Context: an optimization exercise on an open-source flow, tuned for small area. The choices shown serve that exercise and are no tape-out recipe. RTL that was checked went through simulation tests only; none was proved equivalent to the original. Power and IR drop assume default switching activity.

==> run M: inputs <==
## additive_layer_pixel_blend_unit
module additive_layer_pixel_blend_unit #(
  parameter int MAX_LAYERS = 4
) (
  input  logic                               clk,
  input  logic                               rst,
  input  logic                               start,
  output logic                               busy,
  input  logic [7:0]                         bg_red,
  input  logic [7:0]                         bg_green,
  input  logic [7:0]                         bg_blue,
  input  logic [7:0]                         layer0_level,
  input  logic [7:0]                         layer1_level,
  input  logic [7:0]                         layer2_level,
  input  logic [7:0]                         layer3_level,
  output logic                               done,
  output logic [7:0]                         out_red,
  output logic [7:0]                         out_green,
  output logic [7:0]                         out_blue,
  input  logic                               cfg_valid,
  output logic                               cfg_ready,
  input  logic [alpb_pkg::CFG_INDEX_W-1:0]   cfg_index,
  input  logic [alpb_pkg::CFG_DATA_W-1:0]    cfg_data
);
==> module additive_layer_pixel_blend_unit, before the edit <==
module additive_layer_pixel_blend_unit #(
  parameter int MAX_LAYERS = 4
) (
  input  logic                               clk,
  input  logic                               rst,
  input  logic                               start,
  output logic                               busy,
  input  logic [7:0]                         bg_red,
  input  logic [7:0]                         bg_green,
  input  logic [7:0]                         bg_blue,
  input  logic [7:0]                         layer0_level,
  input  logic [7:0]                         layer1_level,
  input  logic [7:0]                         layer2_level,
  input  logic [7:0]                         layer3_level,
  output logic                               done,
  output logic [7:0]                         out_red,
  output logic [7:0]                         out_green,
  output logic [7:0]                         out_blue,
  input  logic                               cfg_valid,
  output logic                               cfg_ready,
  input  logic [alpb_pkg::CFG_INDEX_W-1:0]   cfg_index,
  input  logic [alpb_pkg::CFG_DATA_W-1:0]    cfg_data
);
  logic [3:0]       en_n;      
  logic [3:0]       tint_ok;   
  logic [23:0]      tint [4];
  logic [3:0][7:0]  lvl;
  logic [23:0]      bg;
  logic             vld;
  logic [3:0][23:0] hi;
  logic [3:0][2:0]  cy;
  logic [3:0][23:0] hi_q;
  logic [3:0][2:0]  cy_q;
  logic [23:0]      bg_q;
  logic             vld_q;
  logic [23:0]      pix;
  assign busy      = 1'b0;
  assign cfg_ready = 1'b1;
  always_ff @(posedge clk) begin
    if (rst) begin
      en_n    <= '0;
      tint_ok <= '0;
    end else if (cfg_valid) begin
      if (cfg_index == 3'd0) begin
        en_n[0] <= cfg_data[2:0] > 3'd0;
        en_n[1] <= cfg_data[2:0] > 3'd1;
        en_n[2] <= cfg_data[2:0] > 3'd2;
        en_n[3] <= cfg_data[2:0] > 3'd3;
      end
      for (int k = 0; k < 4; k++)
        if (cfg_index == 3'(k + 1)) tint_ok[k] <= 1'b1;
    end
  end
  for (genvar k = 0; k < 4; k++) begin : g_tint
    always_ff @(posedge clk) begin
      if (cfg_valid && cfg_index == 3'(k + 1)) tint[k] <= cfg_data;
    end
  end
  logic [3:0][9:0] l3_q;
  logic [3:0][7:0] lvl_in;
  assign lvl_in = {layer3_level, layer2_level, layer1_level, layer0_level};
  for (genvar k = 0; k < 4; k++) begin : g_triple
    logic [7:0] l;
    logic [9:0] l3;
    assign l = lvl_in[k];
    alpb_triple u_triple (.l(l), .l3(l3));
    always_ff @(posedge clk) l3_q[k] <= l3;
  end
  always_ff @(posedge clk) begin
    lvl <= lvl_in;
    bg  <= {bg_red, bg_green, bg_blue};
  end
  always_ff @(posedge clk) begin
    if (rst) vld <= 1'b0;
    else     vld <= start;
  end
  for (genvar k = 0; k < 4; k++) begin : g_layer
    logic [9:0] l3;
    logic       en;
    assign l3 = l3_q[k];
    assign en = en_n[k] & tint_ok[k];
    for (genvar c = 0; c < 3; c++) begin : g_ch
      alpb_lane u_lane (
        .tint (tint[k][8*c +: 8]),
        .en   (en),
        .l1   (lvl[k]),
        .l3   (l3),
        .hi   (hi[k][8*c +: 8]),
        .cy   (cy[k][c])
      );
    end
  end
  always_ff @(posedge clk) begin
    hi_q <= hi;
    cy_q <= cy;
    bg_q <= bg;
  end
  always_ff @(posedge clk) begin
    if (rst) vld_q <= 1'b0;
    else     vld_q <= vld;
  end
  for (genvar c = 0; c < 3; c++) begin : g_merge
    alpb_merge u_merge (
      .bg  (bg_q[8*c +: 8]),
      .hi  ({hi_q[3][8*c +: 8], hi_q[2][8*c +: 8], hi_q[1][8*c +: 8], hi_q[0][8*c +: 8]}),
      .cy  ({cy_q[3][c], cy_q[2][c], cy_q[1][c], cy_q[0][c]}),
      .pix (pix[8*c +: 8])
    );
  end
  logic [23:0] pix_q;
  logic        done_q;
  always_ff @(posedge clk) begin
    pix_q <= pix;
  end
  always_ff @(posedge clk) begin
    if (rst) done_q <= 1'b0;
    else     done_q <= vld_q;
  end
  assign done      = done_q;
  assign out_red   = pix_q[23:16];
  assign out_green = pix_q[15:8];
  assign out_blue  = pix_q[7:0];
endmodule
Settings: LEC_CHECK=0, ABC_AREA=1, CAP_MARGIN=20, CORE_MARGIN=2, CORE_UTILIZATION=40, GPL_TIMING_DRIVEN=0, SLEW_MARGIN=20; clock period 5.5 ns.
standard.sh (not shown) runs the stock make flow with config.mk's settings and CLKGATE_MAP_FILE= SYNTH_SCRIPT=/design/flow/synth_recipe.tcl, a recipe that flattens the netlist after the stock synthesis.
==> flow/flow/run.sh <==
#!/bin/bash
# Own layout flow: the standard synthesis; then netlist passes that keep
# every register (cell, name and function) and change only the logic between
# them: faflip.py removes inverters around full adders (a full adder is
# self-dual), Yosys/ABC re-maps the remaining gates for area (full adders,
# half adders and registers are kept as they are), and faflip.py runs again;
# then the standard layout steps, with the port buffers given as buf_1.
# Each tool's output goes to a log file of its own in the work folder.
set -euo pipefail
cd "$(dirname "$0")/.."
R=orfs/results/${FLOW_PLATFORM}/additive_layer_pixel_blend_unit/base
LIB=${FLOW_HOME}/platforms/${FLOW_PLATFORM}/lib/sky130_fd_sc_hd__tt_025C_1v80.lib
YOSYS=${FLOW_HOME}/../tools/install/yosys/bin/yosys
EXTRA=()
if [[ -f flow/extra.mk ]]; then
  while IFS= read -r line; do [[ -n "$line" ]] && EXTRA+=("$line"); done < flow/extra.mk
fi
bash standard.sh "${EXTRA[@]}" synth > synth.log 2>&1
cp $R/1_2_yosys.v synth_netlist.v
python3 flow/faflip.py synth_netlist.v flip1.v > faflip1.log 2>&1
sed -e "s#@LIB@#$LIB#g" -e "s#@IN@#flip1.v#" -e "s#@OUT@#remap.v#" -e "s#@TOP@#${FLOW_TOP}#g" \
    -e "s#@SCRIPT@#flow/remap.abc#" -e "s#@DONTUSE@#$(cat flow/dontuse.txt)#" flow/remap.ys.in > remap.ys
$YOSYS -q -l remap.log remap.ys > remap.out 2>&1
python3 flow/faflip.py remap.v $R/1_2_yosys.v > faflip2.log 2>&1
rm -f $R/1_synth.odb $R/1_synth.sdc
bash standard.sh "${EXTRA[@]}" finish > layout.log 2>&1
==> flow/flow/dontuse.txt <==
-dont_use sky130_fd_sc_hd__lpflow_bleeder_1 -dont_use sky130_fd_sc_hd__lpflow_clkbufkapwr_1 -dont_use sky130_fd_sc_hd__lpflow_clkbufkapwr_16 -dont_use sky130_fd_sc_hd__lpflow_clkbufkapwr_2 -dont_use sky130_fd_sc_hd__lpflow_clkbufkapwr_4 -dont_use sky130_fd_sc_hd__lpflow_clkbufkapwr_8 -dont_use sky130_fd_sc_hd__lpflow_clkinvkapwr_1 -dont_use sky130_fd_sc_hd__lpflow_clkinvkapwr_16 -dont_use sky130_fd_sc_hd__lpflow_clkinvkapwr_2 -dont_use sky130_fd_sc_hd__lpflow_clkinvkapwr_4 -dont_use sky130_fd_sc_hd__lpflow_clkinvkapwr_8 -dont_use sky130_fd_sc_hd__lpflow_decapkapwr_12 -dont_use sky130_fd_sc_hd__lpflow_decapkapwr_3 -dont_use sky130_fd_sc_hd__lpflow_decapkapwr_4 -dont_use sky130_fd_sc_hd__lpflow_decapkapwr_6 -dont_use sky130_fd_sc_hd__lpflow_decapkapwr_8 -dont_use sky130_fd_sc_hd__lpflow_inputiso0n_1 -dont_use sky130_fd_sc_hd__lpflow_inputiso0p_1 -dont_use sky130_fd_sc_hd__lpflow_inputiso1n_1 -dont_use sky130_fd_sc_hd__lpflow_inputiso1p_1 -dont_use sky130_fd_sc_hd__lpflow_inputisolatch_1 -dont_use sky130_fd_sc_hd__lpflow_isobufsrc_1 -dont_use sky130_fd_sc_hd__lpflow_isobufsrc_16 -dont_use sky130_fd_sc_hd__lpflow_isobufsrc_2 -dont_use sky130_fd_sc_hd__lpflow_isobufsrc_4 -dont_use sky130_fd_sc_hd__lpflow_isobufsrc_8 -dont_use sky130_fd_sc_hd__lpflow_isobufsrckapwr_16 -dont_use sky130_fd_sc_hd__lpflow_lsbuf_lh_hl_isowell_tap_1 -dont_use sky130_fd_sc_hd__lpflow_lsbuf_lh_hl_isowell_tap_2 -dont_use sky130_fd_sc_hd__lpflow_lsbuf_lh_hl_isowell_tap_4 -dont_use sky130_fd_sc_hd__lpflow_lsbuf_lh_isowell_4 -dont_use sky130_fd_sc_hd__lpflow_lsbuf_lh_isowell_tap_1 -dont_use sky130_fd_sc_hd__lpflow_lsbuf_lh_isowell_tap_2 -dont_use sky130_fd_sc_hd__lpflow_lsbuf_lh_isowell_tap_4 -dont_use sky130_fd_sc_hd__probe_p_8 -dont_use sky130_fd_sc_hd__probec_p_8 
==> flow/flow/remap.abc <==
&get -n
&st
&dch
&nf -R 1000
&put
topo
stime -c
==> flow/flow/remap.ys.in <==
read_liberty -lib @LIB@
read_liberty -ignore_miss_func @LIB@
read_verilog @IN@
hierarchy -top @TOP@
setattr -mod -set keep_hierarchy 1 sky130_fd_sc_hd__fa_* sky130_fd_sc_hd__ha_* sky130_fd_sc_hd__df* sky130_fd_sc_hd__edf* sky130_fd_sc_hd__sdf* sky130_fd_sc_hd__dl* sky130_fd_sc_hd__conb_1
flatten
opt_clean
select @TOP@
abc -liberty @LIB@ @DONTUSE@ -script @SCRIPT@
opt_clean -purge
select -clear
blackbox sky130_fd_sc_hd__fa_* sky130_fd_sc_hd__ha_* sky130_fd_sc_hd__df* sky130_fd_sc_hd__edf* sky130_fd_sc_hd__sdf* sky130_fd_sc_hd__dl* sky130_fd_sc_hd__conb_1
tee -o remap_stat.txt stat -liberty @LIB@ @TOP@
write_verilog -noattr -noexpr -nohex -nodec -selected @OUT@
Other scripts of this flow, unchanged in this note and not shown: flow/flow/extra.mk, flow/flow/faflip.py
==> run Y (differences from run M) <==
--- a/flow/design.v
+++ b/flow/design.v
@@ -443,26 +443,11 @@
     end
   end
-  logic [3:0][9:0] l3_q;
-  logic [3:0][7:0] lvl_in;
-  assign lvl_in = {layer3_level, layer2_level, layer1_level, layer0_level};
-  for (genvar k = 0; k < 4; k++) begin : g_triple
-    logic [7:0] l;
-    logic [9:0] l3;
-    assign l = lvl_in[k];
-    alpb_triple u_triple (.l(l), .l3(l3));
-    always_ff @(posedge clk) l3_q[k] <= l3;
-  end
-  always_ff @(posedge clk) begin
-    lvl <= lvl_in;
-    bg  <= {bg_red, bg_green, bg_blue};
-  end
-  always_ff @(posedge clk) begin
-    if (rst) vld <= 1'b0;
-    else     vld <= start;
-  end
+  assign lvl = {layer3_level, layer2_level, layer1_level, layer0_level};
+  assign bg  = {bg_red, bg_green, bg_blue};
+  assign vld = start;
   for (genvar k = 0; k < 4; k++) begin : g_layer
     logic [9:0] l3;
     logic       en;
-    assign l3 = l3_q[k];
+    alpb_triple u_triple (.l(lvl[k]), .l3(l3));
     assign en = en_n[k] & tint_ok[k];
     for (genvar c = 0; c < 3; c++) begin : g_ch
==> flow/flow/run.sh (replaced) <==
#!/bin/bash
# Own layout flow: the standard synthesis, then a netlist pass that
# removes inverters around full adders (faflip.py), then the standard
# layout steps with smaller port buffers. Each tool's output goes to a log
# file of its own in the work folder.
set -euo pipefail
cd "$(dirname "$0")/.."
R=orfs/results/${FLOW_PLATFORM}/additive_layer_pixel_blend_unit/base
EXTRA=()
if [[ -f flow/extra.mk ]]; then
  while IFS= read -r line; do [[ -n "$line" ]] && EXTRA+=("$line"); done < flow/extra.mk
fi
bash standard.sh "${EXTRA[@]}" synth > synth.log 2>&1
cp $R/1_2_yosys.v synth_netlist.v
python3 flow/faflip.py synth_netlist.v $R/1_2_yosys.v > faflip.log 2>&1
rm -f $R/1_synth.odb $R/1_synth.sdc
bash standard.sh "${EXTRA[@]}" finish > layout.log 2>&1
removed: flow/flow/dontuse.txt
removed: flow/flow/remap.abc
removed: flow/flow/remap.ys.in
==> run notes <==
Hold WS=0.326 ns; Peak VDD IR=0.214 mV; Cell Rows=97; outcome=complete, no violations; top power group=sequential cells; synthesized cell area=28200 um2; Worst Reg-to-Reg Cells=19; Int Power=4.63 mW; Worst Skew=0.0230 ns
[end of results for run M]
==> run notes <==
outcome=complete, no violations; Worst Skew=0.0399 ns; power share of the clock group=0.441; met1 GRT Util=0.364; Peak VDD IR=0.233 mV; Cell Rows=98; Worst Reg-to-Reg Cells=12; synthesized cell area=28700 um2; Hold WS=0.405 ns; Slowest-stage cell, CP=fa_1; Int Power=3.84 mW; Arr. time, crit path=5.79 ns
[end of results for run Y]
No functional check of the RTL was part of run M.

## separate check: timing with driven ports
The results above use ideal ports. As a check the final layouts listed here were re-extracted and re-timed, cells and wires unchanged.
Step 1 sets driving cells, clkbuf_16 on the clock port and buf_2 on the other inputs (assumed; they add their load-dependent delay and slew).
Step 2 adds t to the input delays and takes it off the output delays; t is the mean of the earliest and latest rising clock arrival at the registers after step 1. Input paths then give back, and output paths get back, about the clock's delay inside the block.
Slacks: no drivers / after step 1 / after step 2; pairs: no drivers / after step 1.
| run | t (ns) | setup slack, ns | hold WS [ns] |
|---|---|---|---|
| run M | 0.655 | 0.208 / 0.208 / 0.208 | 0.326 / 0.326 / 0.326 |
| run Y | 0.606 | 0.141 / 0.145 / -0.435 | 0.405 / 0.405 / 0.405 |
With both steps, setup timing fails in run Y, where it was met with ideal ports. For run Y, which loses most, drivers alone change the setup slack by +0.004 ns; drivers and shift together by -0.576 ns.
